Source: an optimization exercise on an open RTL-to-GDS flow (aim: small area, a short achievable clock period and few clock cycles per item). Production flows keep margins and buffers that such runs may drop. No run shown here included a check of the RTL's function; only the layout flow was run. Power figures rest on the tool's default switching activity, not on a simulated workload.

## flow/design.v

```verilog
package ftss_pkg;
    localparam int FTSS_SECTOR_BYTES      = 512;
    localparam int FTSS_FILE_SECTOR_LIMIT = 32;
    localparam int FTSS_QUEUE_DEPTH       = 2;
    localparam int STATUS_W = 3;
    localparam int FILE_W   = 16;
    localparam int OFFSET_W = 9;
    localparam int COUNT_W  = 10;
    localparam int ADDR_W   = 4;
    typedef enum logic [STATUS_W-1:0] {
        ST_CHUNK   = 3'd0,
        ST_EMPTY   = 3'd1,
        ST_NOSPACE = 3'd2,
        ST_BADPOS  = 3'd3,
        ST_ERASED  = 3'd4
    } status_t;
    typedef enum logic [1:0] {
        REG_ERASED = 2'd0,
        REG_SPF    = 2'd1,
        REG_MAIN   = 2'd2,
        REG_BACKUP = 2'd3
    } reg_index_t;
endpackage
import ftss_pkg::*;
module file_transfer_sector_splitter
#(
    parameter int SECTOR_BYTES      = FTSS_SECTOR_BYTES,
    parameter int FILE_SECTOR_LIMIT = FTSS_FILE_SECTOR_LIMIT
) (
    input  logic                aclk,
    input  logic                aresetn,
    input  logic                psel,
    input  logic                penable,
    input  logic                pwrite,
    input  logic [ADDR_W-1:0]   paddr,
    input  logic [31:0]         pwdata,
    output logic [31:0]         prdata,
    output logic                pready,
    input  logic                s_valid,
    output logic                s_ready,
    input  logic                s_req_type,
    input  logic [FILE_W-1:0]   s_file_index,
    input  logic signed [31:0]  s_position,
    input  logic [31:0]         s_transfer_length,
    output logic                m_valid,
    input  logic                m_ready,
    output logic [STATUS_W-1:0] m_status,
    output logic [31:0]         m_physical_sector,
    output logic [OFFSET_W-1:0] m_sector_offset,
    output logic [COUNT_W-1:0]  m_chunk_bytes,
    output logic                m_last
);
    logic        erased_reg;
    logic [5:0]  spf_reg;
    logic [31:0] main_reg;
    logic [31:0] backup_reg;
    logic        cfg_write;
    logic [1:0]  cfg_index;
    assign pready    = 1'b1;
    assign cfg_write = psel && penable && pwrite;
    assign cfg_index = paddr[3:2];
    always_ff @(posedge aclk) begin
        if (!aresetn) begin
            erased_reg <= 1'b0;
            spf_reg    <= 6'd1;
            main_reg   <= 32'd0;
            backup_reg <= 32'd1;
        end else if (cfg_write) begin
            unique case (cfg_index)
                REG_ERASED: erased_reg <= pwdata[0];
                REG_SPF:    spf_reg    <= pwdata[5:0];
                REG_MAIN:   main_reg   <= pwdata;
                REG_BACKUP: backup_reg <= pwdata;
                default:    erased_reg <= erased_reg;
            endcase
        end
    end
    always_comb begin
        unique case (cfg_index)
            REG_ERASED: prdata = {31'd0, erased_reg};
            REG_SPF:    prdata = {26'd0, spf_reg};
            REG_MAIN:   prdata = main_reg;
            REG_BACKUP: prdata = backup_reg;
            default:    prdata = '0;
        endcase
    end
    logic        cfg_lt, cfg_eq;
    logic [31:0] lo_c, hi_c, t2_c;
    logic [21:0] t1_reg, t2_reg;
    logic        t1_big_reg, t2_big_reg;
    always_comb begin
        cfg_lt = main_reg < backup_reg;
        cfg_eq = main_reg == backup_reg;
        lo_c   = cfg_lt ? main_reg : backup_reg;
        hi_c   = cfg_lt ? backup_reg : main_reg;
        t2_c   = cfg_eq ? lo_c : hi_c - 32'd1;
    end
    always_ff @(posedge aclk) begin
        t1_reg     <= lo_c[21:0];
        t1_big_reg <= |lo_c[31:22];
        t2_reg     <= t2_c[21:0];
        t2_big_reg <= |t2_c[31:22];
    end
    logic [5:0]          spf_e;
    logic                pos_oob;
    logic [STATUS_W-1:0] in_status;
    logic [15:0]         in_sum;
    logic [14:0]         in_end;
    logic [20:0]         in_s0;
    logic                r_valid;
    logic [STATUS_W-1:0] r_status;
    logic [20:0]         r_s0;
    logic [13:0]         r_pos;
    logic [14:0]         r_end;
    logic                o_take;
    always_comb begin
        spf_e   = spf_reg[5] ? 6'd32 : {1'b0, spf_reg[4:0]};
        pos_oob = (|s_position[30:14]) || ({1'b0, s_position[13:9]} >= spf_e);
        if (erased_reg)
            in_status = ST_ERASED;
        else if (s_position[31])
            in_status = ST_BADPOS;
        else if (pos_oob)
            in_status = s_req_type ? ST_NOSPACE : ST_EMPTY;
        else if (s_transfer_length == 32'd0)
            in_status = ST_EMPTY;
        else
            in_status = ST_CHUNK;
        in_sum = {2'b00, s_position[13:0]}
               + ((|s_transfer_length[31:15]) ? 16'h8000 : {1'b0, s_transfer_length[14:0]});
        in_end = (in_sum[15:9] >= {1'b0, spf_e}) ? {spf_e, 9'd0} : in_sum[14:0];
        in_s0  = 21'(s_file_index * spf_e) + 21'(s_position[13:9]);
    end
    assign s_ready = !r_valid || o_take;
    always_ff @(posedge aclk) begin
        if (!aresetn) begin
            r_valid <= 1'b0;
        end else if (s_valid && s_ready) begin
            r_valid <= 1'b1;
        end else if (o_take) begin
            r_valid <= 1'b0;
        end
    end
    always_ff @(posedge aclk) begin
        if (s_valid && s_ready) begin
            r_status <= in_status;
            r_s0     <= in_s0;
            r_pos    <= s_position[13:0];
            r_end    <= in_end;
        end
    end
    logic                o_valid;
    logic [STATUS_W-1:0] o_status;
    logic [21:0]         o_sector;
    logic [8:0]          o_offset;
    logic [9:0]          o_bytes;
    logic [4:0]          o_cnt;      
    logic [8:0]          o_lb;       
    logic                ld_ge1, ld_ge2;
    logic [21:0]         ld_sector;
    logic [4:0]          ld_ke, ld_k0, ld_cnt;
    logic [9:0]          ld_bytes;
    always_comb begin
        ld_ge1    = !t1_big_reg && ({1'b0, r_s0} >= t1_reg);
        ld_ge2    = !t2_big_reg && ({1'b0, r_s0} >= t2_reg);
        ld_sector = {1'b0, r_s0} + {20'd0, ld_ge1 && ld_ge2, ld_ge1 ^ ld_ge2};
        ld_ke     = 5'(r_end[14:9] - {5'd0, r_end[8:0] == 9'd0});
        ld_k0     = r_pos[13:9];
        ld_cnt    = ld_ke - ld_k0;
        ld_bytes  = (ld_ke == ld_k0) ? 10'(r_end - {1'b0, r_pos})
                                     : 10'd512 - {1'b0, r_pos[8:0]};
    end
    logic [21:0]         nx_q;
    logic                nx_e1, nx_f1, nx_f2;
    logic [1:0]          nx_inc;
    logic [21:0]         nx_sector;
    always_comb begin
        nx_q      = o_sector + 22'd1;
        nx_e1     = !t1_big_reg && (nx_q == t1_reg);
        nx_f1     = !t2_big_reg && (o_sector == t2_reg);
        nx_f2     = !t2_big_reg && (nx_q == t2_reg);
        nx_inc    = nx_e1 ? (nx_f2 ? 2'd3 : 2'd2) : (nx_f1 ? 2'd2 : 2'd1);
        nx_sector = o_sector + {20'd0, nx_inc};
    end
    logic o_done, o_step;
    assign o_done = o_valid && m_ready && (o_cnt == 5'd0);
    assign o_take = !o_valid || o_done;
    assign o_step = o_valid && m_ready && (o_cnt != 5'd0);
    always_ff @(posedge aclk) begin
        if (!aresetn) begin
            o_valid <= 1'b0;
        end else if (o_take) begin
            o_valid <= r_valid;
        end
    end
    always_ff @(posedge aclk) begin
        if (o_take && r_valid) begin
            o_status <= r_status;
            if (r_status == ST_CHUNK) begin
                o_sector <= ld_sector;
                o_offset <= r_pos[8:0];
                o_bytes  <= ld_bytes;
                o_cnt    <= ld_cnt;
                o_lb     <= r_end[8:0];
            end else begin
                o_sector <= '0;
                o_offset <= '0;
                o_bytes  <= '0;
                o_cnt    <= '0;
            end
        end else if (o_step) begin
            o_sector <= nx_sector;
            o_offset <= '0;
            o_bytes  <= (o_cnt == 5'd1) ? {o_lb == 9'd0, o_lb} : 10'd512;
            o_cnt    <= o_cnt - 5'd1;
        end
    end
    assign m_valid           = o_valid;
    assign m_status          = o_status;
    assign m_physical_sector = {10'd0, o_sector};
    assign m_sector_offset   = o_offset;
    assign m_chunk_bytes     = o_bytes;
    assign m_last            = (o_cnt == 5'd0);
endmodule
```

## flow/run.sh

```bash
#!/bin/bash
# synth_recipe.tcl (not shown) runs the flow's synth.tcl, then flattens the netlist and writes it again
# the make line also repeats each setting of config.mk as NAME=value (left out here)
make -C /OpenROAD-flow-scripts/flow DESIGN_CONFIG=/design/flow/config.mk WORK_HOME=/design/flow/orfs CLKGATE_MAP_FILE= SYNTH_SCRIPT=/design/flow/synth_recipe.tcl finish
```

## flow/config.mk

```make
export PLATFORM = sky130hd
export DESIGN_NAME = file_transfer_sector_splitter
export DESIGN_NICKNAME = file_transfer_sector_splitter
export VERILOG_FILES = /design/flow/design.v
export SDC_FILE = /design/flow/constraint.sdc
export NUM_CORES = 4
export LEC_CHECK = 0
export CAP_MARGIN = 20
export CORE_MARGIN = 2
export CORE_UTILIZATION = 40
export SLEW_MARGIN = 20
```

## flow/constraint.sdc

```tcl
create_clock -name core_clock -period 5.5 [get_ports {aclk}]
set_input_delay 1.1000 -clock core_clock [delete_from_list [all_inputs] [get_ports {aclk}]]
set_output_delay 1.1000 -clock core_clock [all_outputs]
set_load 0.01 [all_outputs]
```

==> run notes, run 1 <==
status no timing/DRC/antenna violations; Post-synth top flop dfxtp_1; clock root buffer clkbuf_16; Seq pwr share 0.393; Setup-failing EPs final 0; DRT iter0 DRCs 1,218; CTS H-tree depth 1; Peak VDD IR 0.1957 mV; register bit total from synthesis 229; vias per cell 5.353; post-synthesis sequential area ratio 0.2985; CTS Hold Bufs 0; DP HPWL 43.49 mm; clk latency of the worst-skew pair 550 ps; Final Cycle Share 0.9561; Syn Inst Count 2,209; clock-pin slew on the worst setup and hold paths 60 ps; NetSw 1.807 mW; GRT Total Usage 0.2181; Core Area ~47,000 um2; Worst setup EP type flop; ys async rst share 0; Clock power frac 0.319; Power Density between 200 and 250 nW/um2; gr ovfl total 0; Vias 16,406; worst-margin pin slew 894.9 ps; Fillers roughly 4,500; Die Width 222.2 um; synth warn 1; most common cell after layout, fill and taps aside nand2_1; Routed Antenna Nets 0; Detailed Route WL 54.60 mm; # IOs about 210; Max Cap Viol 0; Avg Inst Size Synth roughly 8.6 um2; endpoints failing hold 0; CTS Buf Count 27; P&R area growth vs syn 21.31%; P_int ~3.7 mW; Startpoint Class primary input; clk_skew 19.86 ps; antenna diode count 0; LEAKAGE 9.516 nW; Crit path required time around 5800 ps; Tmin final 5258 ps; wire per inst between 15 and 20 um; area of the die just under 50,000 um2; number of different library cells in the post-synthesis netlist 85; Post-Route Setup TNS 0 ps; slew margin rel. 0.4034; # rows 79; WS Path Type in -> reg; number of synthesized flops with an enable pin 110; most frequent cells in the layout nand2_1, inv_1, clkdlybuf4s50_1, ha_1, dfxtp_1; Slew Limit Fails 0; type of the worst min-delay path reg -> reg; Die Span Y around 220 um; 1st-pass router iterations 5; share of cells above drive strength 1 0.08584; # DRC 0; switch share 0.3259; CTS tree built; total power about 5.5 mW; first-pass GRT wire length between 80 and 90 mm; clock sinks 229; Worst Path Arrival 5530 ps; vias in the first global route 16,280; final net count 2,798; final std cells w/o fill 3,065; PortBufs 200; Combinational Power Share 0.288; Crit Path Max Fanout 4; Max Fclk 190.2 MHz; area of the mapped netlist 19,050 um2; antenna violations before repair 1; gpl congestion 0.8976; Placed Cells 3,011; largest net degree at the start of global routing 92; clk buf depth 3; Initial Util 0.4074
## metrics by stage
stage,utilization,hold slack [ps],worst slack (ps),instance area (um2)
finish,0.4943,474.0,241.5,23110
global route,0.4943,497.0,-15.87,23110
CTS,0.4922,476.9,98.54,23010
detailed placement,0.4733,468.1,-444.0,22130
global placement,0.4733,473.7,-376.3,22130
floorplan,-,427.4,52.26,19100
## timing repair
action                     4_1_cts  5_1_grt
gates resized for setup          0       15
setup buffers                    0        5
setup endpoints to repair        0       16
## cell usage after synthesis, types with 4 or more instances
library cell | n | area, um2
a2111oi_0 | 4 | 35.03
a211oi_1 | 8 | 60.06
a21boi_0 | 64 | 480.5
a21o_1 | 33 | 247.7
a21oi_1 | 98 | 490.5
a22o_1 | 6 | 52.55
a31oi_1 | 23 | 143.9
and2_1 | 46 | 287.8
and3_1 | 16 | 100.1
and4_1 | 4 | 35.03
buf_2 | 15 | 75.07
buf_4 | 17 | 127.6
clkbuf_1 | 82 | 307.8
dfxtp_1 | 119 | 2382
edfxtp_1 | 110 | 3303
fa_1 | 63 | 1261
ha_1 | 173 | 2165
inv_1 | 202 | 758.2
mux2_2 | 14 | 157.7
mux2i_1 | 42 | 420.4
nand2_1 | 315 | 1182
nand2b_1 | 16 | 100.1
nand3_1 | 48 | 240.2
nand3b_1 | 5 | 37.54
nand4_1 | 31 | 193.9
nor2_1 | 105 | 394.1
nor2b_1 | 50 | 312.8
nor3_1 | 43 | 215.2
nor3b_1 | 4 | 30.03
nor4_1 | 39 | 244.0
o211ai_1 | 5 | 37.54
o21a_1 | 12 | 90.09
o21ai_0 | 90 | 450.4
o21bai_1 | 10 | 75.07
o22ai_1 | 27 | 168.9
o31ai_1 | 6 | 45.04
or2_2 | 6 | 37.54
or3_1 | 8 | 50.05
or4_1 | 10 | 75.07
xnor2_1 | 98 | 858.3
xor2_1 | 73 | 639.4
## cell families after synthesis
logic type,count (synthesis),synth area share
multiplexers,58,0.03212
AND/OR/NAND/NOR,766,0.1975
adder cells (fa/ha/maj),236,0.1798
other,2,0.0003943
XOR/XNOR,171,0.07863
flip-flops,229,0.2985
buffers and inverters,323,0.06923
AO/OA/AOI/OAI,424,0.1439
## power groups by stage
stage / Clock, mW / Sequential (mW) / Combinational [mW]
detailed placement: 0 / 2.21 / 1.58
finish: 1.77 / 2.18 / 1.60
floorplan: 0 / 2.11 / 1.06
CTS: 1.81 / 2.17 / 1.59
global route: 1.88 / 2.19 / 1.77
global placement: 0 / 2.21 / 1.55
## routing by layer
metal / track usage / part of all wire / vias up
li1: - / - / 8081
met1: 0.3111 / 0.48 / 7869
met2: 0.3513 / 0.46 / 392
met3: 0.02803 / 0.049 / 64
met4: 0.04991 / 0.018 / 0
met5: 0 / 0 / -
## layout make-up
class | count | area (um2) | share of cell area
clock buffer | 36 | 780.7 | 0.03379
clock inverter | 13 | 103.9 | 0.004494
inverter | 203 | 762.0 | 0.03297
multi-input combinational | 1666 | 12170 | 0.5267
sequential | 229 | 5685 | 0.2460
tap | 607 | 759.5 | 0.03287
timing repair buffer | 311 | 2846 | 0.1232
## critical path, stage by stage
cell,delay [ps]
clkdlybuf4s50_1,560
nand2_1,110
fa_1,530
inv_1,40
ha_1,270
inv_1,60
fa_1,500
fa_1,520
inv_1,50
ha_1,320
o21a_1,150
a21oi_1,120
a211o_1,340
a31oi_1,260
a21boi_2,110
a21oi_1,200
o21ai_1,100
a21oi_1,150
a31oi_1,60
## final timing paths
| kind | start | endpoint | slack [ps] | cells past startpoint |
|---|---|---|---|---|
| min reg2reg | r_end[5]$_SDFFCE_PP0P_ | o_lb[5]$_DFFE_PP_ | 470 | 0 |
| max | s_file_index[2] | r_s0[20]$_DFFE_PP_ | 240 | 19 |
| max reg2reg | t2_reg[1]$_DFF_P_ | o_sector[20]$_DFFE_PP_ | 490 | 22 |
| min | r_end[5]$_SDFFCE_PP0P_ | o_lb[5]$_DFFE_PP_ | 470 | 0 |
==> inputs of run 2 (changes only) <==
--- a/flow/config.mk
+++ b/flow/config.mk
@@ -5,7 +5,9 @@
 export SDC_FILE = /design/flow/constraint.sdc
 export NUM_CORES = 4
 export LEC_CHECK = 0
+export ABC_CLOCK_PERIOD_IN_PS = 2500
 export CAP_MARGIN = 20
 export CORE_MARGIN = 2
 export CORE_UTILIZATION = 40
+export SETUP_SLACK_MARGIN = 2.5
 export SLEW_MARGIN = 20
==> run 2 against run 1 <==
  * Register-to-register slack improved by 270 ps
  * Synthesized area did not move
  * First-iteration DRC count fell by 5.4%
  * Sequential cell count did not move
  * Hold slack got worse by 22 ps
  * Count of clock-buffer cells in the layout fell by 2
  * Sequential share of layout area fell by 3.2 points
  * Core utilization rose by 8.5 points
  * Via count rose by 6.9%
==> run notes, run 2 <==
status no timing/DRC/antenna violations; gpl congestion approximately 0.89; r2r startpoint spf_reg[5]$_SDFFE_PN0P_; synth top area cells edfxtp_1, dfxtp_1, ha_1; Max Fclk 203.7 MHz; DRT iter0 DRCs 1,152; Detailed Route WL 60.24 mm; most common cell after layout, fill and taps aside nand2_1; unrepaired setup endpoints after global routing yes; area of the die 49,380 um2; Combinational Power Share 0.372; cell taking the most area after synthesis edfxtp_1; Post-synth top flop dfxtp_1; Post-Synth XOR/XNOR Area 0.07863; PortBufs 200; Crit Path Max Fanout 5; area share of fa/ha/maj cells after synthesis 0.1798; # DRC 0; clk buf depth 3; FF-to-FF path depth 19; clk latency of the worst-skew pair between 500 and 600 ps; antenna violations before repair 0; LEAKAGE 11.24 nW; worst hold path depth 0; Register Area 5807 um2; Initial Util 0.4074; hold_sp r_status[1]$_SDFFCE_PP0P_; Final Cycle Share 0.8924; # rows 79; post-synthesis sequential area ratio 0.2985; 1st-pass router iterations 5; switch share 0.3319; design area 27,100 um2; WS Path Type in -> reg; mux cell area share after synthesis 0.03212; Syn Inst Count 2,209; Worst setup EP type flop; final hold slack 451.5 ps; Avg Inst Size Synth approximately 8.6 um2; Startpoint Class primary input; ys async rst share 0; total power 6.316 mW; Worst Path Arrival 5200 ps; GRT Total Usage 0.2296; slew margin rel. 0.4449; Die Width 222.2 um; P_int about 4.2 mW; worst-margin pin slew 825.0 ps; Multi-input gate area 14,210 um2; Vias 17,543; Synth top cells by count nand2_1, inv_1, ha_1; Crit path required time 5790 ps; vias per cell 5.400; share of cells above drive strength 1 0.2914; first-pass GRT wire length approximately 90 mm; largest net degree at the start of global routing 74; Setup-failing EPs final 0; clock sinks 229; CTS Buf Count 27; clock root buffer clkbuf_16; Tmin final 4908 ps; worst reg2reg setup slack 760 ps; Core Area approximately 47,000 um2; clk_skew 33.87 ps; NetSw about 2.1 mW; CTS H-tree depth 1; Worst Hold Path EP o_status[1]$_DFFE_PP_; largest family of logic cells by synthesized area simple AND/OR/NAND/NOR gates; wire per inst 18.54 um; DP HPWL 42.12 mm; most frequent cells in the layout nand2_1, buf_4, inv_1, ha_1, clkdlybuf4s50_1; Max Cap Viol 0; number of different library cells in the post-synthesis netlist between 80 and 90; Peak VDD IR 0.2611 mV; type of the worst min-delay path reg -> reg; Post-Place Cell Area approximately 23,000 um2; CTS tree built; vias in the first global route 17,222; gr ovfl total 0; Seq pwr share 0.341; compound-gate portion of the synthesized area 0.1439; register bit total from synthesis about 230; area of the mapped netlist 19,050 um2; synth warn 1; antenna diode count 0; endpoints failing hold 0; Power Density around 230 nW/um2; most numerous cell in the Yosys netlist nand2_1; Slew Limit Fails 0; final net count 2,981; Fillers 4,082; post-synth top area share 0.1734; number of synthesized flops with an enable pin 110; Routed Antenna Nets 0; R2R Path End r_s0[19]$_DFFE_PP_; P&R area growth vs syn 42.26%; clock-pin slew on the worst setup and hold paths 60 ps; Die Span Y 222.2 um; Post-Synth Simple-Gate Area 0.1975; # IOs 214; Clock power frac 0.287
[run 2: area by class of cell]
type                    instances  area share
well taps                     607     0.02803
flip-flops and latches        229      0.2143
inverters                     203     0.02840
repair buffers                492      0.1714
multi-input cells            1668      0.5244
clock buffers                  34     0.02817
clock inverters                16    0.005356
[run 2: cells by family (layout without fill, tap and decap cells)]
family / count (synthesis) / in the layout
XOR/XNOR: 171 / 171
adder cells (fa/ha/maj): 236 / 236
multiplexers: 58 / 58
AND/OR/NAND/NOR: 766 / 768
buffers and inverters: 323 / 745
AO/OA/AOI/OAI: 424 / 424
other: 2 / 11
flip-flops: 229 / 229
[run 2: routing by layer]
layer,vias up,GRT usage,part of all wire
met5,-,0,0
met4,0,0.05100,0.024
met3,102,0.03028,0.051
met2,498,0.3905,0.48
met1,8488,0.3107,0.44
li1,8455,-,-
[run 2: power by group through the flow]
stage          registers, mW  clock network (mW)  logic, mW
6_report                2.15                1.81       2.35
5_1_grt                 2.17                1.91       2.52
4_1_cts                 2.15                1.85       2.02
3_5_place_dp            2.22                   0       1.62
3_3_place_gp            2.21                   0       1.60
2_1_floorplan           2.11                   0       1.18
[run 2: worst max path at each step]
stage,from,to,slack (ps),depth (start not counted)
6_report,s_transfer_length[31],r_end[11]$_DFFE_PP_,590,22
5_1_grt,s_transfer_length[31],r_end[11]$_DFFE_PP_,350,22
4_1_cts,s_transfer_length[31],r_end[11]$_DFFE_PP_,690,24
3_5_place_dp,s_transfer_length[19],r_end[12]$_DFFE_PP_,-480,22
3_3_place_gp,s_transfer_length[23],r_end[11]$_DFFE_PP_,-370,22
2_1_floorplan,s_transfer_length[23],r_end[10]$_DFFE_PP_,160,21
[run 2: critical path, stage by stage]
cell	delay (ps)
buf_6	100
nor4_4	250
nand4_1	180
nor4_4	260
buf_4	160
and2_4	160
ha_4	190
a21o_1	150
a21o_1	190
a2111oi_4	400
o31ai_4	140
xnor2_1	200
ha_1	260
nand2b_4	130
a21o_1	150
a21o_1	170
a21oi_2	120
nor2b_1	50
o21ai_1	110
nand3_1	140
a41o_4	300
mux2_4	300
[run 2: what timing repair did]
item | 4_1_cts | 5_1_grt
setup endpoints to repair | 143 | 111
hold buffers | 0 | 0
resized for setup | 464 | 217
gates cloned | 8 | 6
buffers inserted | 132 | 65
endpoints found under the hold margin | 0 | 0
pin swaps | 147 | 111
[run 2: through the flow]
| step | worst slack, ps | std cells | setup TNS (ps) | util |
|---|---|---|---|---|
| floorplan | 160.6 | 2218 | 0 | - |
| global placement | -374.7 | 2988 | -5255 | 0.4837 |
| detailed placement | -476.7 | 2988 | -7146 | 0.4837 |
| CTS | 693.3 | 3178 | 0 | 0.5491 |
| global route | 350.5 | 3249 | 0 | 0.5796 |
| finish | 591.9 | 3249 | 0 | 0.5796 |
==> inputs of run 3 (changes only) <==
--- a/flow/config.mk
+++ b/flow/config.mk
@@ -5,9 +5,9 @@
 export SDC_FILE = /design/flow/constraint.sdc
 export NUM_CORES = 4
 export LEC_CHECK = 0
-export ABC_CLOCK_PERIOD_IN_PS = 2500
+export ABC_CLOCK_PERIOD_IN_PS = 3500
 export CAP_MARGIN = 20
 export CORE_MARGIN = 2
 export CORE_UTILIZATION = 40
-export SETUP_SLACK_MARGIN = 2.5
+export SETUP_SLACK_MARGIN = 1.8
 export SLEW_MARGIN = 20
==> run 3 against run 2 <==
  * Register-to-register slack improved by 130 ps
  * Global-route usage is 0.18 points higher
  * Count of clock-buffer cells in the layout grew 2
  * Sequential share of layout area grew 0.87 points
  * Critical path depth decreased by 1
  * Total power is 5.5% lower
  * Wire length is 2.0% lower
==> run notes, run 3 <==
GR peak layer met2; unrepaired setup endpoints after global routing yes; cell taking the most area after synthesis edfxtp_1; synth top area cells edfxtp_1, dfxtp_1, ha_1; Power Density 230.1 nW/um2; DP HPWL roughly 43 mm; clk buf depth 3; CTS Buf Count 26; Die Width ~220 um; largest net degree at the start of global routing 74; number of different library cells in the post-synthesis netlist 85; status no timing/DRC/antenna violations; most frequent cells in the layout nand2_1, buf_4, inv_1, clkdlybuf4s50_1, ha_1; most numerous cell in the Yosys netlist nand2_1; Peak VDD IR ~0.21 mV; Crit Path Max Fanout 5; CTS tree built; Tmin final 4949 ps; endpoints failing hold 0; synth warn 1; Crit path required time 5800 ps; slew margin rel. 0.4181; clock root buffer clkbuf_16; WS Path Type in -> reg; Worst setup EP type flop; # DRC 0; type of the worst min-delay path reg -> reg; area of the mapped netlist about 19,000 um2; worst hold path depth 0; gpl congestion 0.9104; Routed Antenna Nets 0; Detailed Route WL 59.03 mm; CTS H-tree depth 1; met2 GRT Util 0.3922; register bit total from synthesis 229; clock sinks approximately 230; # rows 79; FF-to-FF path depth 17; Initial Util 0.4074; DRT iter0 DRCs 1,214; PortBufs 200; # IOs ~210; vias per cell 5.398; Slew Limit Fails 0; GRT Total Usage 0.2315; Vias approximately 17,000; P&R area growth vs syn 36.21%; share of cells above drive strength 1 0.2423; met3 Use GR 0.02539; Post-Route Setup TNS 0 ps; Die Span Y 222.2 um; design area 25,950 um2; clk latency of the worst-skew pair 560 ps; final net count 2,924; Max Cap Viol 0; area of the die 49,380 um2; number of synthesized flops with an enable pin 110; clk_skew 19.51 ps; antenna violations before repair 0; gr ovfl total 0; Avg Inst Size Synth around 8.6 um2; post-synthesis sequential area ratio 0.2985; post-synth top area share 0.1734; Final Cycle Share 0.8998; Setup-failing EPs final 0; 1st-pass router iterations 5; wire per inst 18.50 um; met1 global-route usage 0.3215; most common cell after layout, fill and taps aside nand2_1; worst-margin pin slew 864.9 ps; Synth top cells by count nand2_1, inv_1, ha_1; Startpoint Class primary input; clock-pin slew on the worst setup and hold paths roughly 60 ps; ys async rst share 0; Post-Place Cell Area 22,540 um2; vias in the first global route 17,117; Syn Inst Count 2,209; Worst Path Arrival 5250 ps; Core Area 46,750 um2; LEAKAGE between 10 and 15 nW; Post-synth top flop dfxtp_1; first-pass GRT wire length 92.75 mm; antenna diode count 0; Max Fclk 202.1 MHz
run 3: cells by family (layout without fill, tap and decap cells):
group / Yosys count / after routing / share of synthesized area
mux: 58 / 58 / 0.03212
xor+xnor: 171 / 171 / 0.07863
flops: 229 / 229 / 0.2985
other cells: 2 / 11 / 0.0003943
buf+inv: 323 / 689 / 0.06923
simple gates: 766 / 766 / 0.1975
compound gates: 424 / 424 / 0.1439
fa+ha+maj: 236 / 236 / 0.1798
run 3: final cells by class:
class	count	area, um2
Fill cell	4170	20810
Clock buffer	36	728.2
Timing Repair Buffer	438	4003
Tap cell	607	759.5
Inverter	203	769.5
Sequential cell	229	5786
Multi-Input combinational cell	1666	13770
Clock inverter	12	130.1
run 3: per-layer routing:
metal,vias to the layer above,routed length [um]
met5,-,0
met4,0,994
met3,76,2805
met2,443,28070
met1,8388,27160
li1,8319,-
run 3: path summary, 6_finish.rpt:
| check | slack [ps] | to | startpoint |
|---|---|---|---|
| hold reg to reg | 450 | o_status[1]$_DFFE_PP_ | r_status[1]$_SDFFCE_PP0P_ |
| hold / removal | 450 | o_status[1]$_DFFE_PP_ | r_status[1]$_SDFFCE_PP0P_ |
| setup / recovery | 550 | r_end[10]$_DFFE_PP_ | s_transfer_length[26] |
| setup reg to reg | 890 | r_s0[19]$_DFFE_PP_ | spf_reg[5]$_SDFFE_PN0P_ |
run 3: power breakdown:
group / leakage [nW] / switching (mW) / internal (mW) / total [mW]
Combinational: 8.12 / 1.06 / 1.01 / 2.07
Clock: 0.417 / 0.724 / 1.02 / 1.75
Sequential: 2.07 / 0.196 / 1.96 / 2.15
Total: 10.6 / 1.98 / 3.99 / 5.97
run 3: through the flow:
| step | instances | worst slack (ps) | util | power [mW] | hold slack (ps) |
|---|---|---|---|---|---|
| finish | 3191 | 551.3 | 0.5550 | 5.971 | 449.9 |
| global route | 3191 | 329.4 | 0.5550 | 6.269 | 457.7 |
| CTS | 3154 | 603.1 | 0.5367 | 5.842 | 451.8 |
| detailed placement | 2991 | -456.7 | 0.4820 | 3.838 | 437.7 |
| global placement | 2991 | -400.0 | 0.4819 | 3.803 | 437.2 |
| floorplan | 2218 | 160.6 | - | 3.257 | 427.4 |
run 3: repair_timing:
item                                    CTS  global route
pin swaps                               126            69
endpoints found under the setup margin  106            79
gates resized for setup                 306           143
cloned                                    1             1
setup buffers                           114            36
hold buffers                              0             0
run 3: worst max-delay path: stages:
cell and delay, ps:
buf_6 100, nor4_4 260, nand4_1 170, nor4_4 340
and2_4 230, ha_4 200, a21o_1 170, a21o_1 220
a2111oi_4 360, o31ai_2 150, xnor2_1 220, ha_1 250
nand2b_1 140, a21o_1 180, a21o_1 160, a21oi_2 110
nor2b_1 50, o21ai_1 110, nand3_1 130, a41o_4 300
mux2_4 310
==> inputs of run 4 (changes only) <==
--- a/flow/design.v
+++ b/flow/design.v
@@ -126,9 +126,9 @@
             in_status = ST_EMPTY;
         else
             in_status = ST_CHUNK;
-        in_sum = {2'b00, s_position[13:0]}
-               + ((|s_transfer_length[31:15]) ? 16'h8000 : {1'b0, s_transfer_length[14:0]});
-        in_end = (in_sum[15:9] >= {1'b0, spf_e}) ? {spf_e, 9'd0} : in_sum[14:0];
+        in_sum = {2'b00, s_position[13:0]} + {1'b0, s_transfer_length[14:0]};
+        in_end = ((|s_transfer_length[31:15]) || (in_sum[15:9] >= {1'b0, spf_e}))
+               ? {spf_e, 9'd0} : in_sum[14:0];
         in_s0  = 21'(s_file_index * spf_e) + 21'(s_position[13:9]);
     end
     assign s_ready = !r_valid || o_take;
--- a/flow/config.mk
+++ b/flow/config.mk
@@ -5,9 +5,9 @@
 export SDC_FILE = /design/flow/constraint.sdc
 export NUM_CORES = 4
 export LEC_CHECK = 0
-export ABC_CLOCK_PERIOD_IN_PS = 3500
+export ABC_CLOCK_PERIOD_IN_PS = 1500
 export CAP_MARGIN = 20
 export CORE_MARGIN = 2
 export CORE_UTILIZATION = 40
-export SETUP_SLACK_MARGIN = 1.8
+export SETUP_SLACK_MARGIN = 2.6
 export SLEW_MARGIN = 20
==> run 4 against run 3 <==
  * Setup slack got worse by 37 ps
  * Sequential cell count did not move
  * Highest routed layer is now met5
  * Critical path type unchanged
  * Non-clock buffer count rose by 155
  * Total power rose by 13%
  * Register-to-register slack got worse by 340 ps
  * Fmax fell by 0.75%
  * Via count rose by 6.2%
  * Hold slack improved by 0.86 ps
  * First-iteration DRC count rose by 14%
  * Clock skew fell by 3.1 ps
==> run notes, run 4 <==
Die Span Y 221.1 um; DP HPWL 43.68 mm; Die Width 221.1 um; total power ~6.8 mW; status no timing/DRC/antenna violations; Final Cycle Share 0.9065; mux cell area share after synthesis 0.03446; Worst Path Arrival 5300 ps; Top Metal Used met5; largest family of logic cells by synthesized area simple AND/OR/NAND/NOR gates; CTS Buf Count 28; Post-Synth Simple-Gate Area 0.1969; Routed Antenna Nets 0; Startpoint Class primary input; antenna violations before repair 0; Crit Path Max Fanout 4; Fillers 3,951; Peak VDD IR 0.2836 mV; CTS tree built; FF-to-FF path depth 20; Post-synth top flop dfxtp_1; vias per cell about 5.5; worst hold path depth 0; Crit path required time 5820 ps; Setup-failing EPs final 0; worst-margin pin slew 978.5 ps; synth top area cells edfxtp_1, dfxtp_1, ha_1; P&R area growth vs syn 48.25%; vias in the first global route 17,806; 1st-pass router iterations 7; wire per inst 19.50 um; slew margin rel. 0.3407; compound-gate portion of the synthesized area 0.1396; post-synth top area share 0.1753; # IOs 214; Slew Limit Fails 0; clock sinks 229; ys async rst share 0; largest net degree at the start of global routing 74; Post-Route Setup TNS 0 ps; most numerous cell in the Yosys netlist nand2_1; number of synthesized flops with an enable pin 110; first-pass GRT wire length just under 100 mm; post-synthesis sequential area ratio 0.3017; clk latency of the worst-skew pair 570 ps; Multi-input gate area 14,060 um2; clock root buffer clkbuf_16; most common cell after layout, fill and taps aside nand2_1; metal2 WL 31.10 mm; Max Fclk ~200 MHz; endpoints failing hold 0; CTS Hold Bufs 0; Synth top cells by count nand2_1, inv_1, ha_1; area share of fa/ha/maj cells after synthesis 0.1818; Detailed Route WL around 65 mm; type of the worst min-delay path reg -> reg; # DRC 0; GRT Total Usage 0.2479; gr ovfl total 0; share of cells above drive strength 1 0.3264; PortBufs 200; area of the mapped netlist ~19,000 um2; Worst setup EP type flop; Metal-1 WL between 20 and 30 mm; LEAKAGE 11.77 nW; cell taking the most area after synthesis edfxtp_1; final hold slack 450.7 ps; met3 WL post-DR 3.922 mm; gpl congestion 0.9290; clock-pin slew on the worst setup and hold paths 60 ps; most frequent cells in the layout nand2_1, buf_4, inv_1, ha_1, clkdlybuf4s50_1; area of the die 48,870 um2; CTS H-tree depth 1; unrepaired setup endpoints after global routing yes; Avg Inst Size Synth 8.625 um2; Initial Util 0.4048; Power Density 242.3 nW/um2; Post-Synth XOR/XNOR Area 0.07854; # rows 79; register bit total from synthesis 229; final net count just over 3,000; Vias 18,297; WS Path Type in -> reg; Register Area 5779 um2; number of different library cells in the post-synthesis netlist 85; synth warn 1; Tmin final 4986 ps; DRT iter0 DRCs approximately 1,400; Max Cap Viol 0; Core Area 46,560 um2; clk_skew approximately 16 ps; clk buf depth 3; Syn Inst Count 2,185
-- run 4: cell types whose count changed in the layout (fill, tap and decap cells not counted), moves of 17 or more --
| cell | previous run | this run |
|---|---|---|
| clkdlybuf4s50_1 | 167 | 130 |
| buf_4 | 185 | 283 |
| xnor2_1 | 87 | 69 |
| buf_2 | 7 | 31 |
| o21ai_0 | 75 | 32 |
| a21oi_1 | 75 | 55 |
| a21oi_2 | 15 | 35 |
| and2_1 | 40 | 22 |
| buf_6 | 56 | 79 |
| o21ai_1 | 11 | 28 |
| nor2_4 | 9 | 26 |
-- run 4: logic make-up after synthesis --
kind of cell	count (synthesis)
fa+ha+maj	236
compound gates	402
simple gates	773
flops	229
other cells	2
mux	62
xor+xnor	169
buf+inv	312
-- run 4: routing by layer --
layer,up-vias,GRT usage
met1,8939,0.3376
met3,140,0.03134
met5,-,0
met4,2,0.07426
li1,8585,-
met2,631,0.4111
-- run 4: area by class of cell --
type / count / share of cell area
multi-input combinational: 1653 / 0.5034
sequential: 229 / 0.2069
timing repair buffer: 593 / 0.2015
clock buffer: 36 / 0.02808
inverter: 197 / 0.02736
tap: 607 / 0.02718
clock inverter: 16 / 0.005464
antenna: 1 / 0.00008957
-- run 4: path summary, 6_finish.rpt --
path | slack, ps | start | endpoint
max | 510 | s_file_index[0] | r_s0[20]$_DFFE_PP_
min reg2reg | 450 | r_status[1]$_SDFFCE_PP0P_ | o_status[1]$_DFFE_PP_
min | 450 | r_status[1]$_SDFFCE_PP0P_ | o_status[1]$_DFFE_PP_
max reg2reg | 550 | spf_reg[5]$_SDFFE_PN0P_ | r_s0[20]$_DFFE_PP_
-- run 4: per-stage QoR --
stage	instances	area [um2]	utilization	worst slack [ps]
3_5_place_dp	2971	22340	0.4799	-741.5
3_3_place_gp	2970	22330	0.4797	-590.2
5_1_grt	3331	27940	0.6000	296.0
2_1_floorplan	2194	19510	-	266.6
6_report	3332	27940	0.6001	514.1
4_1_cts	3211	26210	0.5630	574.6
-- run 4: what timing repair did --
item	in CTS	in global routing
gates cloned	10	8
setup endpoints to repair	161	163
resized for setup	400	304
pin swaps	170	126
setup buffers	178	112
-- run 4: worst max-delay path: stages --
cell	delay, ps
dlygate4sd2_1	240
nand2_1	80
fa_1	500
fa_1	440
fa_1	540
inv_2	50
ha_4	260
ha_4	200
a21oi_2	130
o211ai_1	150
a222oi_1	360
buf_4	190
a2111oi_4	60
o21a_1	210
o21ai_2	140
a211o_1	170
nor2_2	40
a2111oi_2	310
xnor2_1	110
-- run 4: report_power, final --
group / switching, mW / internal, mW / total (mW)
clock: 0.773 / 1.11 / 1.88
sequential: 0.181 / 1.96 / 2.14
combinational: 1.35 / 1.40 / 2.75
total: 2.30 / 4.47 / 6.77
==> inputs of run 5 (changes only) <==
--- a/flow/config.mk
+++ b/flow/config.mk
@@ -5,9 +5,9 @@
 export SDC_FILE = /design/flow/constraint.sdc
 export NUM_CORES = 4
 export LEC_CHECK = 0
-export ABC_CLOCK_PERIOD_IN_PS = 1500
+export ABC_CLOCK_PERIOD_IN_PS = 2000
 export CAP_MARGIN = 20
 export CORE_MARGIN = 2
 export CORE_UTILIZATION = 40
-export SETUP_SLACK_MARGIN = 2.6
+export SETUP_SLACK_MARGIN = 2.3
 export SLEW_MARGIN = 20
==> run 5 against run 4 <==
  * Still clean on timing, DRC and antenna
  * Core utilization down 2.1 points
  * Global-route usage is 1.5 points lower
  * Synthesized cell count stayed put
  * Setup slack got worse by 68 ps
  * Critical path type unchanged
  * Largest power group unchanged
==> run notes, run 5 <==
slew margin rel. 0.5290; share of cells above drive strength 1 0.2777; Startpoint Class primary input; Worst setup EP type flop; Setup-failing EPs final 0; Setup WS post-layout 445.7 ps; Slew Limit Fails 0; vias per cell 5.463; gpl congestion between 0.9 and 1; register bit total from synthesis 229; cell taking the most area after synthesis edfxtp_1; antenna diode count 0; unrepaired setup endpoints after global routing yes; 1st-pass router iterations 7; Routed Antenna Nets 0; post-synthesis sequential area ratio 0.3017; vias in the first global route 17,354; Die Span Y 221.1 um; # DRC 0; final net count 2,987; largest net degree at the start of global routing 74; clk buf depth 3; GRT Total Usage 0.2331; post-synth top area share 0.1753; clock-pin slew on the worst setup and hold paths 70 ps; number of different library cells in the post-synthesis netlist 85; Max Cap Viol 0; ys async rst share 0; wire per inst 18.85 um; Final Cycle Share 0.9190; clk_skew 34.01 ps; status no timing/DRC/antenna violations; Synth top cells by count nand2_1, inv_1, ha_1; DRT iter0 DRCs ~1,200; Avg Inst Size Synth ~8.6 um2; type of the worst min-delay path reg -> reg; clock root buffer clkbuf_16; Crit path required time 5800 ps; most numerous cell in the Yosys netlist nand2_1; Post-Route Setup TNS 0 ps; Max Fclk 197.9 MHz; PortBufs 200; Worst Path Arrival 5360 ps; # IOs 214; synth top area cells edfxtp_1, dfxtp_1, ha_1; first-pass GRT wire length between 90 and 100 mm; synth warn 1; number of synthesized flops with an enable pin 110; DP HPWL 42.73 mm; Syn Inst Count 2,185; area of the mapped netlist 18,850 um2; area of the die 48,870 um2; CTS tree built; endpoints failing hold 0; Detailed Route WL 61.34 mm; most common cell after layout, fill and taps aside nand2_1; Peak VDD IR 0.2185 mV; Die Width 221.1 um; clk latency of the worst-skew pair roughly 560 ps; Power Density 240.9 nW/um2; antenna violations before repair 0; total power 6.495 mW; Initial Util 0.4048; clock sinks about 230; P&R area growth vs syn 43.04%; CTS Buf Count 26; LEAKAGE 11.18 nW; Post-synth top flop dfxtp_1; CTS H-tree depth 1; WS Path Type in -> reg; Tmin final 5054 ps; most frequent cells in the layout nand2_1, buf_4, inv_1, clkdlybuf4s50_1, ha_1; Crit Path Max Fanout 4; worst-margin pin slew slightly above 700 ps; # rows 79; gr ovfl total 0; Vias 17,776; Core Area between 40,000 and 50,000 um2; post-place setup slack -632.9 ps
## run 5: final timing paths
kind / slack [ps] / endpoint / depth (start not counted) / start
worst max-delay path: 450 / r_s0[20]$_DFFE_PP_ / 19 / s_file_index[0]
worst min register to register: 450 / o_status[1]$_DFFE_PP_ / 0 / r_status[1]$_SDFFCE_PP0P_
worst min-delay path: 450 / o_status[1]$_DFFE_PP_ / 0 / r_status[1]$_SDFFCE_PP0P_
worst max register to register: 470 / r_s0[20]$_DFFE_PP_ / 20 / spf_reg[5]$_SDFFE_PN0P_
## run 5: repair_timing
| item | in CTS | in global routing |
|---|---|---|
| gates resized for setup | 341 | 212 |
| hold buffers | 0 | 0 |
| setup buffers | 136 | 85 |
| setup endpoints to repair | 142 | 117 |
| pin swaps | 145 | 122 |
| cloned | 7 | 8 |
## run 5: metrics by stage
stage                     area [um2]    util  hold WS, ps  cells
after detailed placement       22300  0.4790        438.6   2970
final                          26960  0.5790        451.4   3254
after CTS                      25310  0.5436        451.4   3161
after floorplan                19430       -        427.4   2194
after global placement         22300  0.4790        435.2   2970
after global routing           26960  0.5790        482.3   3254
## run 5: cell families after synthesis
| family | Yosys count | synth area share |
|---|---|---|
| AOI/OAI and AO/OA | 402 | 0.1396 |
| xor gates and xnor gates | 169 | 0.07854 |
| adders and majority gates | 236 | 0.1818 |
| buffers and inverters | 312 | 0.06666 |
| DFF | 229 | 0.3017 |
| muxes | 62 | 0.03446 |
| other | 2 | 0.0003985 |
| and+or+nand+nor | 773 | 0.1969 |
## run 5: power by group
part	switching, mW	internal, mW	total (mW)	leakage (nW)
combinational	1.29	1.30	2.59	8.70
clock	0.727	1.04	1.76	0.418
sequential	0.182	1.96	2.14	2.06
## run 5: routing by layer
layer,GRT usage,share of wire,wire [um]
met1,0.3133,0.44,26970
met3,0.03678,0.059,3589
met4,0.07859,0.031,1911
met5,0,0,0
met2,0.3820,0.47,28870
## run 5: layout make-up
cell class / count / area, um2
fill: 4010 / 19600
tap: 607 / 759.5
clock buffer: 34 / 733.2
sequential: 229 / 5771
inverter: 197 / 760.7
timing repair buffer: 520 / 5025
clock inverter: 14 / 135.1
multi-input combinational: 1653 / 13770
## run 5: worst max-delay path, cell delays in order
cell,delay [ps]
clkdlybuf4s15_2,210
nand2_2,70
fa_1,550
fa_1,440
fa_1,560
inv_2,50
ha_4,230
ha_4,230
a21oi_2,110
o211ai_1,110
buf_4,160
a222oi_1,370
a2111oi_1,150
o21a_1,220
o21ai_2,140
a211o_1,180
nor2_2,60
a2111oi_4,300
xnor2_1,120
==> inputs of run 6 (changes only) <==
--- a/flow/design.v
+++ b/flow/design.v
@@ -84,31 +84,47 @@
             default:    prdata = '0;
         endcase
     end
-    logic        cfg_lt, cfg_eq;
-    logic [31:0] lo_c, hi_c, t2_c;
-    logic [21:0] t1_reg, t2_reg;
-    logic        t1_big_reg, t2_big_reg;
-    always_comb begin
-        cfg_lt = main_reg < backup_reg;
-        cfg_eq = main_reg == backup_reg;
-        lo_c   = cfg_lt ? main_reg : backup_reg;
-        hi_c   = cfg_lt ? backup_reg : main_reg;
-        t2_c   = cfg_eq ? lo_c : hi_c - 32'd1;
-    end
-    always_ff @(posedge aclk) begin
-        t1_reg     <= lo_c[21:0];
-        t1_big_reg <= |lo_c[31:22];
-        t2_reg     <= t2_c[21:0];
-        t2_big_reg <= |t2_c[31:22];
+    logic        m_big, b_big, cfg_lt, cfg_eq, hi_big, hi_edge;
+    logic [20:0] lo_c, hi_c, t2_c;
+    logic [20:0] t1_reg, t2_reg;
+    logic        t1_big_reg, t2_big_reg, t12_reg;
+    always_comb begin
+        m_big   = |main_reg[31:21];
+        b_big   = |backup_reg[31:21];
+        cfg_lt  = (m_big == b_big) ? (main_reg[20:0] < backup_reg[20:0]) : b_big;
+        cfg_eq  = (m_big == b_big) && (main_reg[20:0] == backup_reg[20:0]);
+        lo_c    = cfg_lt ? main_reg[20:0] : backup_reg[20:0];
+        hi_c    = cfg_lt ? backup_reg[20:0] : main_reg[20:0];
+        hi_big  = m_big || b_big;
+        hi_edge = cfg_lt ? (backup_reg[31:21] == 11'd1) : (main_reg[31:21] == 11'd1);
+        t2_c    = cfg_eq ? lo_c : hi_c - 21'd1;
+    end
+    always_ff @(posedge aclk) begin
+        t1_reg     <= lo_c;
+        t1_big_reg <= m_big && b_big;
+        t2_reg     <= t2_c;
+        t2_big_reg <= cfg_eq ? (m_big && b_big)
+                             : (hi_big && !(hi_edge && (hi_c == 21'd0)));
+        t12_reg    <= !t1_big_reg && !t2_big_reg && (t1_reg == t2_reg);
     end
     logic [5:0]          spf_e;
     logic                pos_oob;
     logic [STATUS_W-1:0] in_status;
     logic [15:0]         in_sum;
     logic [14:0]         in_end;
-    logic [20:0]         in_s0;
+    logic [20:0]         pp0, pp1, pp2, pp3, pp4, pp5;
+    logic [41:0]         cs1, cs2, cs3, cs4;
+    logic [20:0]         in_s0a, in_s0b;
+    function automatic logic [41:0] csa(input logic [20:0] x, input logic [20:0] y,
+                                        input logic [20:0] z);
+        logic [20:0] sum, cry;
+        sum = x ^ y ^ z;
+        cry = {((x[19:0] & y[19:0]) | (x[19:0] & z[19:0]) | (y[19:0] & z[19:0])), 1'b0};
+        csa = {cry, sum};
+    endfunction
     logic                r_valid;
     logic [STATUS_W-1:0] r_status;
+    logic [20:0]         r_s0a, r_s0b;
     logic [20:0]         r_s0;
     logic [13:0]         r_pos;
     logic [14:0]         r_end;
@@ -129,7 +145,18 @@
         in_sum = {2'b00, s_position[13:0]} + {1'b0, s_transfer_length[14:0]};
         in_end = ((|s_transfer_length[31:15]) || (in_sum[15:9] >= {1'b0, spf_e}))
                ? {spf_e, 9'd0} : in_sum[14:0];
-        in_s0  = 21'(s_file_index * spf_e) + 21'(s_position[13:9]);
+        pp0 = {5'd0, s_file_index & {16{spf_e[0]}}};
+        pp1 = {4'd0, s_file_index & {16{spf_e[1]}}, 1'b0};
+        pp2 = {3'd0, s_file_index & {16{spf_e[2]}}, 2'b0};
+        pp3 = {2'd0, s_file_index & {16{spf_e[3]}}, 3'b0};
+        pp4 = spf_e[5] ? {s_file_index, 5'd0} : {1'd0, s_file_index & {16{spf_e[4]}}, 4'b0};
+        pp5 = {16'd0, s_position[13:9]};
+        cs1    = csa(pp0, pp1, pp2);
+        cs2    = csa(pp3, pp4, pp5);
+        cs3    = csa(cs1[20:0], cs1[41:21], cs2[20:0]);
+        cs4    = csa(cs3[20:0], cs3[41:21], cs2[41:21]);
+        in_s0a = cs4[20:0];
+        in_s0b = cs4[41:21];
     end
     assign s_ready = !r_valid || o_take;
     always_ff @(posedge aclk) begin
@@ -144,7 +171,8 @@
     always_ff @(posedge aclk) begin
         if (s_valid && s_ready) begin
             r_status <= in_status;
-            r_s0     <= in_s0;
+            r_s0a    <= in_s0a;
+            r_s0b    <= in_s0b;
             r_pos    <= s_position[13:0];
             r_end    <= in_end;
         end
@@ -161,8 +189,9 @@
     logic [4:0]          ld_ke, ld_k0, ld_cnt;
     logic [9:0]          ld_bytes;
     always_comb begin
-        ld_ge1    = !t1_big_reg && ({1'b0, r_s0} >= t1_reg);
-        ld_ge2    = !t2_big_reg && ({1'b0, r_s0} >= t2_reg);
+        r_s0      = r_s0a + r_s0b;
+        ld_ge1    = !t1_big_reg && (r_s0 >= t1_reg);
+        ld_ge2    = !t2_big_reg && (r_s0 >= t2_reg);
         ld_sector = {1'b0, r_s0} + {20'd0, ld_ge1 && ld_ge2, ld_ge1 ^ ld_ge2};
         ld_ke     = 5'(r_end[14:9] - {5'd0, r_end[8:0] == 9'd0});
         ld_k0     = r_pos[13:9];
@@ -171,15 +200,14 @@
                                      : 10'd512 - {1'b0, r_pos[8:0]};
     end
     logic [21:0]         nx_q;
-    logic                nx_e1, nx_f1, nx_f2;
+    logic                nx_e1, nx_f1;
     logic [1:0]          nx_inc;
     logic [21:0]         nx_sector;
     always_comb begin
         nx_q      = o_sector + 22'd1;
-        nx_e1     = !t1_big_reg && (nx_q == t1_reg);
-        nx_f1     = !t2_big_reg && (o_sector == t2_reg);
-        nx_f2     = !t2_big_reg && (nx_q == t2_reg);
-        nx_inc    = nx_e1 ? (nx_f2 ? 2'd3 : 2'd2) : (nx_f1 ? 2'd2 : 2'd1);
+        nx_e1     = !t1_big_reg && (nx_q == {1'b0, t1_reg});
+        nx_f1     = !t2_big_reg && (o_sector == {1'b0, t2_reg});
+        nx_inc    = nx_e1 ? (t12_reg ? 2'd3 : 2'd2) : (nx_f1 ? 2'd2 : 2'd1);
         nx_sector = o_sector + {20'd0, nx_inc};
     end
     logic o_done, o_step;
--- a/flow/config.mk
+++ b/flow/config.mk
@@ -5,9 +5,9 @@
 export SDC_FILE = /design/flow/constraint.sdc
 export NUM_CORES = 4
 export LEC_CHECK = 0
-export ABC_CLOCK_PERIOD_IN_PS = 2000
+export ABC_CLOCK_PERIOD_IN_PS = 3300
 export CAP_MARGIN = 20
 export CORE_MARGIN = 2
 export CORE_UTILIZATION = 40
-export SETUP_SLACK_MARGIN = 2.3
+export SETUP_SLACK_MARGIN = 2.2
 export SLEW_MARGIN = 20
==> run 6 against run 5 <==
  * Now fails the layout checks on negative setup slack
  * Largest cell class unchanged
  * Register-to-register slack worse by 540 ps
  * Largest power group unchanged
  * Global-route usage down 0.93 points
  * Critical path depth grew 8
  * Wire length decreased by 7.0%
  * Sequential share of layout area increased by 3.6 points
  * Hold slack gained 37 ps
  * Via count shrank 7.1%
  * Sequential power increased by 9.8%
  * Sequential cell count rose by 18
  * Total power is 14% higher
  * Final cell count down 8.0%
==> run notes, run 6 <==
post-synthesis sequential area ratio 0.3345; worst reg2reg setup slack -70 ps; status finished with violations; Max Cap Viol 0; largest family of logic cells by synthesized area simple AND/OR/NAND/NOR gates; most frequent cells in the layout nand2_1, clkdlybuf4s50_1, ha_1, inv_1, edfxtp_1; hold_sp main_reg[21]$_SDFFE_PN0P_; CTS H-tree depth 1; Register Area 6248 um2; compound-gate portion of the synthesized area 0.1475; PortBufs 200; violated checks negative setup slack; CP max stage cell edfxtp_1; Routed Antenna Nets 0; Post-Route Setup TNS -217.6 ps; area of the die roughly 48,000 um2; Slew Limit Fails 0; buffers plus inverters on the worst setup path 2; CTS Hold Bufs 0; Synth top cells by count nand2_1, ha_1, inv_1; Tmin final 5571 ps; Startpoint Class flop; wire per inst 19.04 um; switch share 0.3470; synth top area cells edfxtp_1, dfxtp_1, ha_1; Setup-failing EPs final 7; CP most frequent cell ha_4; Crit Path Max Fanout 6; r2r startpoint r_s0b[2]$_DFFE_PP_; vias in the first global route 15,976; clk latency of the worst-skew pair 590 ps; worst hold path depth 2; most numerous cell in the Yosys netlist nand2_1; Post-Synth Simple-Gate Area 0.1930; clock-pin slew on the worst setup and hold paths 60 ps; Placed Cells between 2,000 and 3,000; # rows roughly 80; final net count ~2,700; LEAKAGE 10.27 nW; CTS tree built; # DRC 0; worst-margin pin slew 1118 ps; Peak VDD IR approximately 0.27 mV; WS Path Type reg -> reg; clk_skew 37.56 ps; area of the mapped netlist roughly 19,000 um2; P_int between 4 and 5 mW; CTS Buf Count 30; Core Area around 46,000 um2; Setup WS post-layout -71.50 ps; Fillers 4,081; mux cell area share after synthesis 0.03658; Vias about 17,000; share of cells above drive strength 1 0.1964; endpoints failing hold 0; area share of fa/ha/maj cells after synthesis 0.1605; largest net degree at the start of global routing 74; Worst Hold Path EP main_reg[21]$_SDFFE_PN0P_; slowest stage delay, CP 380 ps; clock sinks 247; unrepaired setup endpoints after global routing yes; ys async rst share 0; synth warn 1; Power Density 296.8 nW/um2; post-synth top area share 0.2078; register bit total from synthesis 247; # IOs about 210; Initial Util 0.4030; Final Cycle Share 1.013; Clock power frac 0.258; number of different library cells in the post-synthesis netlist 77; CP top delay family compound AO/OA/AOI/OAI gates; final std cells w/o fill 2,995; cell taking the most area after synthesis edfxtp_1; R2R Path End o_sector[16]$_DFFE_PP_; P&R area growth vs syn 33.99%; Seq pwr share 0.317; Worst Path Arrival ~5900 ps; final hold slack 488.0 ps; Syn Inst Count between 2,000 and 2,500; slew margin rel. 0.2486; vias per cell about 5.5; Detailed Route WL 57.02 mm; 1st-pass router iterations 5; gr ovfl total 0; Multi-input gate area 12,680 um2; FF-to-FF path depth 27; antenna diode count 0; clock root buffer clkbuf_16; Max Fclk 179.5 MHz; Combinational Power Share 0.425; clk buf depth 3; DRT iter0 DRCs between 1,000 and 1,500; NetSw 2.573 mW; Die Span Y 219.9 um; type of the worst min-delay path reg -> reg; Avg Inst Size Synth approximately 9 um2; antenna violations before repair 0; gpl congestion just under 0.9; number of synthesized flops with an enable pin 129; Worst setup EP type flop; DP HPWL 41.14 mm; Crit path required time 5790 ps; first-pass GRT wire length 86.48 mm; Die Width between 200 and 250 um; Post-Synth XOR/XNOR Area 0.07282; Post-synth top flop edfxtp_1; GRT Total Usage 0.2238; most common cell after layout, fill and taps aside nand2_1
## run 6: cell types whose count changed after synthesis, moves of 11 or more
cell / previous run / this run
fa_1: 63 / 52
nand3_1: 40 / 58
and2_1: 27 / 66
inv_1: 197 / 134
ha_1: 173 / 156
xor2_1: 82 / 66
nor3_1: 52 / 33
a22o_1: 6 / 22
edfxtp_1: 110 / 129
a21o_1: 35 / 21
o21ai_0: 73 / 96
a21oi_1: 98 / 71
nand2_1: 325 / 248
## run 6: stage by stage
step           power (mW)  utilization  area [um2]  setup WS (ps)
2_1_floorplan       3.810            -       18890          307.1
3_3_place_gp        4.566       0.4700       21740         -317.4
3_5_place_dp        4.626       0.4700       21740         -372.7
4_1_cts             7.041       0.5181       23970         -168.3
5_1_grt             7.776       0.5399       24980         -287.8
6_report            7.414       0.5399       24980         -71.50
## run 6: final cells by class
cell class | count | area share
Inverter | 135 | 0.02054
Clock buffer | 40 | 0.03356
Multi-Input combinational cell | 1577 | 0.5075
Clock inverter | 14 | 0.004759
Tap cell | 607 | 0.03041
Sequential cell | 247 | 0.2502
Timing Repair Buffer | 375 | 0.1530
## run 6: how the worst max path moves through the flow
stage | start | cells past startpoint | slack [ps] | endpoint
finish | r_s0b[2]$_DFFE_PP_ | 27 | -70 | o_sector[16]$_DFFE_PP_
global route | r_s0b[2]$_DFFE_PP_ | 27 | -290 | o_sector[12]$_DFFE_PP_
CTS | r_s0b[2]$_DFFE_PP_ | 26 | -170 | o_sector[20]$_DFFE_PP_
detailed placement | r_s0a[2]$_DFFE_PP_ | 26 | -370 | o_sector[20]$_DFFE_PP_
global placement | r_s0a[2]$_DFFE_PP_ | 26 | -320 | o_sector[20]$_DFFE_PP_
floorplan | r_s0a[2]$_DFFE_PP_ | 25 | 310 | o_sector[20]$_DFFE_PP_
## run 6: worst min-delay path: cells and delay by family, from the launching register on
| family | cells | cell delay (ps) |
|---|---|---|
| compound gates | 1 | 60 |
| flops | 1 | 320 |
| simple gates | 1 | 50 |
## run 6: what timing repair did
action,4_1_cts,5_1_grt
resized for setup,221,193
cloned,7,6
endpoints found under the setup margin,138,99
pin swaps,85,60
buffers inserted,50,31
## run 6: kinds of logic (layout without fill, tap and decap cells)
group	after synthesis	after routing
XOR/XNOR	155	155
AO/OA/AOI/OAI	411	411
other	2	11
AND/OR/NAND/NOR	727	728
adder cells (fa/ha/maj)	208	208
buffers and inverters	246	564
multiplexers	64	64
flip-flops	247	247
## run 6: power groups by stage
stage               clock, mW  sequential (mW)  combinational [mW]
detailed placement          0             2.38                2.25
finish                   1.92             2.35                3.15
CTS                      1.94             2.34                2.76
global placement            0             2.37                2.19
global route             2.02             2.37                3.38
floorplan                   0             2.29                1.52
## run 6: routing by layer
layer,vias up,global-route usage,share of wire
li1,7854,-,-
met1,7987,0.3122,0.44
met2,564,0.3690,0.47
met3,107,0.02843,0.063
met4,0,0.05101,0.029
met5,-,0,0
==> inputs of run 7 (changes only) <==
--- a/flow/config.mk
+++ b/flow/config.mk
@@ -5,9 +5,9 @@
 export SDC_FILE = /design/flow/constraint.sdc
 export NUM_CORES = 4
 export LEC_CHECK = 0
-export ABC_CLOCK_PERIOD_IN_PS = 3300
+export ABC_CLOCK_PERIOD_IN_PS = 2500
 export CAP_MARGIN = 20
 export CORE_MARGIN = 2
 export CORE_UTILIZATION = 40
-export SETUP_SLACK_MARGIN = 2.2
+export SETUP_SLACK_MARGIN = 2.5
 export SLEW_MARGIN = 20
==> run 7 against run 6 <==
  * Still fails the layout checks on negative setup slack
  * Sequential power barely moved
  * Fmax shrank 0.86%
  * Combinational power rose by 9.8%
  * Via count increased by 3.3%
  * Non-clock buffer count rose by 56
  * Register-to-register slack lost 50 ps
  * First-iteration DRC count is 0.85% higher
==> run notes, run 7 <==
Peak VDD IR 0.2608 mV; most common cell after layout, fill and taps aside nand2_1; number of different library cells in the post-synthesis netlist 77; CTS H-tree depth 1; Post-Route Setup TNS -366.4 ps; Vias 17,055; Max Fclk about 180 MHz; Crit path required time 5820 ps; # DRC 0; CTS Buf Count 30; slowest stage delay, CP 370 ps; CP max stage cell edfxtp_1; DRT iter0 DRCs 1,302; NetSw between 2 and 3 mW; antenna diode count 0; Worst Path Arrival 5940 ps; Syn Inst Count 2,060; Power Density 303.3 nW/um2; # rows 79; Core Area 46,260 um2; Startpoint Class flop; CTS tree built; antenna violations before repair 0; FF-to-FF path depth 28; Worst setup EP type flop; violated checks negative setup slack; switch share 0.3445; share of cells above drive strength 1 0.2382; final hold slack 489.4 ps; DP HPWL 40.86 mm; LEAKAGE between 10 and 15 nW; clk buf depth 3; clock sinks roughly 250; final net count 2,756; wire per inst 19.46 um; Detailed Route WL 59.45 mm; worst hold path depth 2; most frequent cells in the layout nand2_1, buf_4, ha_1, inv_1, edfxtp_1; largest net degree at the start of global routing 74; Avg Inst Size Synth around 9.0 um2; vias in the first global route 16,564; hold_sp main_reg[31]$_SDFFE_PN0P_; unrepaired setup endpoints after global routing yes; PortBufs 200; Worst Hold Path EP main_reg[31]$_SDFFE_PN0P_; post-synthesis sequential area ratio 0.3345; r2r startpoint r_s0b[2]$_DFFE_PP_; Die Width 219.9 um; slew margin rel. 0.4518; Combinational Power Share 0.440; cell taking the most area after synthesis edfxtp_1; clock-pin slew on the worst setup and hold paths 60 ps; number of synthesized flops with an enable pin 129; Initial Util 0.4030; 1st-pass router iterations 5; Synth top cells by count nand2_1, ha_1, inv_1; type of the worst min-delay path reg -> reg; synth warn 1; Die Span Y 219.9 um; WS Path Type reg -> reg; clk latency of the worst-skew pair 590 ps; GRT Total Usage 0.2339; Setup WS post-layout -120.0 ps; fin util 0.5603; worst reg2reg setup slack -120 ps; post-place setup slack -346.3 ps; Slew Limit Fails 0; gpl congestion 0.8959; register bit total from synthesis 247; synth top area cells edfxtp_1, dfxtp_1, ha_1; area of the mapped netlist roughly 19,000 um2; ys async rst share 0; CTS Hold Bufs 0; most numerous cell in the Yosys netlist nand2_1; first-pass GRT wire length 89.88 mm; Max Cap Viol 0; Post-synth top flop edfxtp_1; vias per cell roughly 5.6; Crit Path Max Fanout 6; # IOs 214; CP most frequent cell buf_4; Routed Antenna Nets 0; Seq pwr share 0.298; post-synth top area share 0.2078; clock root buffer clkbuf_16; status finished with violations; Setup-failing EPs final 7; P&R area growth vs syn 39.05%; total power 7.861 mW; clk_skew 41.62 ps; Tmin final 5620 ps; Final Cycle Share 1.022; P_int 5.153 mW; endpoints failing hold 0; gr ovfl total 0; Clock power frac 0.262; R2R Path End o_sector[18]$_DFFE_PP_; worst-margin pin slew 816.0 ps; area of the die 48,350 um2
-- run 7: per-layer routing --
| metal | wire length [um] | global-route usage | vias up |
|---|---|---|---|
| met4 | 2076 | 0.06823 | 0 |
| met1 | 25260 | 0.3117 | 8205 |
| met3 | 3653 | 0.02719 | 177 |
| met5 | 0 | 0 | - |
| li1 | - | - | 7993 |
| met2 | 28460 | 0.3982 | 680 |
-- run 7: area by class of cell --
type	instances	area, um2
Inverter	135	513.0
Tap cell	607	759.5
Fill cell	4002	20340
Clock inverter	14	147.6
Timing Repair Buffer	431	4425
Multi-Input combinational cell	1579	12930
Clock buffer	42	898.4
Sequential cell	247	6248
-- run 7: cells by family (layout without fill, tap and decap cells) --
| group | count (synthesis) | count (layout) | share of synthesized area |
|---|---|---|---|
| flip-flops | 247 | 247 | 0.3345 |
| AO/OA/AOI/OAI | 411 | 411 | 0.1475 |
| other | 2 | 11 | 0.0004029 |
| XOR/XNOR | 155 | 155 | 0.07282 |
| adder cells (fa/ha/maj) | 208 | 208 | 0.1605 |
| buffers and inverters | 246 | 622 | 0.05457 |
| AND/OR/NAND/NOR | 727 | 730 | 0.1930 |
| multiplexers | 64 | 64 | 0.03658 |
-- run 7: through the flow --
step	std cells	cell area [um2]
2_1_floorplan	2069	18990
3_3_place_gp	2851	21820
3_5_place_dp	2851	21820
4_1_cts	3010	25010
5_1_grt	3055	25920
6_report	3055	25920
-- run 7: worst max-delay path, delay by kind of cell, from the launching register on --
family	cells	cell delay [ps]
AOI/OAI and AO/OA	8	1720
adders and majority gates	6	1610
buffers and inverters	6	810
and+or+nand+nor	6	520
DFF	1	370
xor gates and xnor gates	2	360
-- run 7: worst max path at each step --
stage | cells past startpoint | end | start | slack, ps
global placement | 26 | o_sector[20]$_DFFE_PP_ | r_s0a[2]$_DFFE_PP_ | -330
CTS | 26 | o_sector[20]$_DFFE_PP_ | r_s0b[2]$_DFFE_PP_ | -110
floorplan | 25 | o_sector[20]$_DFFE_PP_ | r_s0a[2]$_DFFE_PP_ | 310
finish | 28 | o_sector[18]$_DFFE_PP_ | r_s0b[2]$_DFFE_PP_ | -120
global route | 27 | o_sector[18]$_DFFE_PP_ | r_s0b[2]$_DFFE_PP_ | -330
detailed placement | 26 | o_sector[20]$_DFFE_PP_ | r_s0a[2]$_DFFE_PP_ | -350
-- run 7: power by group through the flow --
| stage | Combinational [mW] | Sequential (mW) | Clock (mW) |
|---|---|---|---|
| detailed placement | 2.26 | 2.38 | 0 |
| floorplan | 1.54 | 2.29 | 0 |
| global route | 3.68 | 2.36 | 2.18 |
| CTS | 3.08 | 2.34 | 2.10 |
| global placement | 2.20 | 2.37 | 0 |
| finish | 3.46 | 2.34 | 2.06 |
-- run 7: repair_timing --
action / in CTS / in global routing
cloned: 20 / 2
setup buffers: 83 / 43
endpoints found under the setup margin: 144 / 120
resized for setup: 460 / 133
pin swaps: 115 / 74

-- static timing again, ports no longer ideal --
No port has a modelled driver above. Below, the same layouts with a new extraction and two added sets of constraints.
Step 1 sets driving cells, clkbuf_16 on the clock port and buf_2 on the other inputs (assumed; they add their load-dependent delay and slew).
Step 2 moves the port delays by t, midway between the first and last clock arrival at a register: inputs arrive t later, outputs are due t later. That takes back most of the time a late clock gives input paths.
Slacks: ideal / step 1 / step 2; pairs: ideal / step 1.
run | shift t [ns] | setup WS [ns] | worst setup path after step 2 | clock arrival spread, ns | worst register clock-pin slew, ns
run 1 | 0.593 | 0.242 / 0.260 / -0.334 | input to register | 0.022 / 0.021 | 0.06 / 0.06
run 2 | 0.609 | 0.592 / 0.617 / 0.008 | input to register | 0.034 / 0.034 | 0.06 / 0.06
run 3 | 0.607 | 0.551 / 0.573 / -0.034 | input to register | 0.019 / 0.020 | 0.07 / 0.07
run 4 | 0.613 | 0.514 / 0.533 / -0.080 | input to register | 0.017 / 0.017 | 0.06 / 0.06
run 5 | 0.604 | 0.446 / 0.468 / -0.136 | input to register | 0.034 / 0.034 | 0.07 / 0.07
run 6 | 0.624 | -0.071 / -0.071 / -0.071 | register to register | 0.038 / 0.038 | 0.07 / 0.07
run 7 | 0.620 | -0.120 / -0.120 / -0.120 | register to register | 0.042 / 0.042 | 0.07 / 0.07
Met with ideal ports but missed after step 2: setup timing in run 1, run 3, run 4 and run 5. For run 4, which loses most, drivers alone change the setup slack by +0.019 ns; drivers and shift together by -0.594 ns.
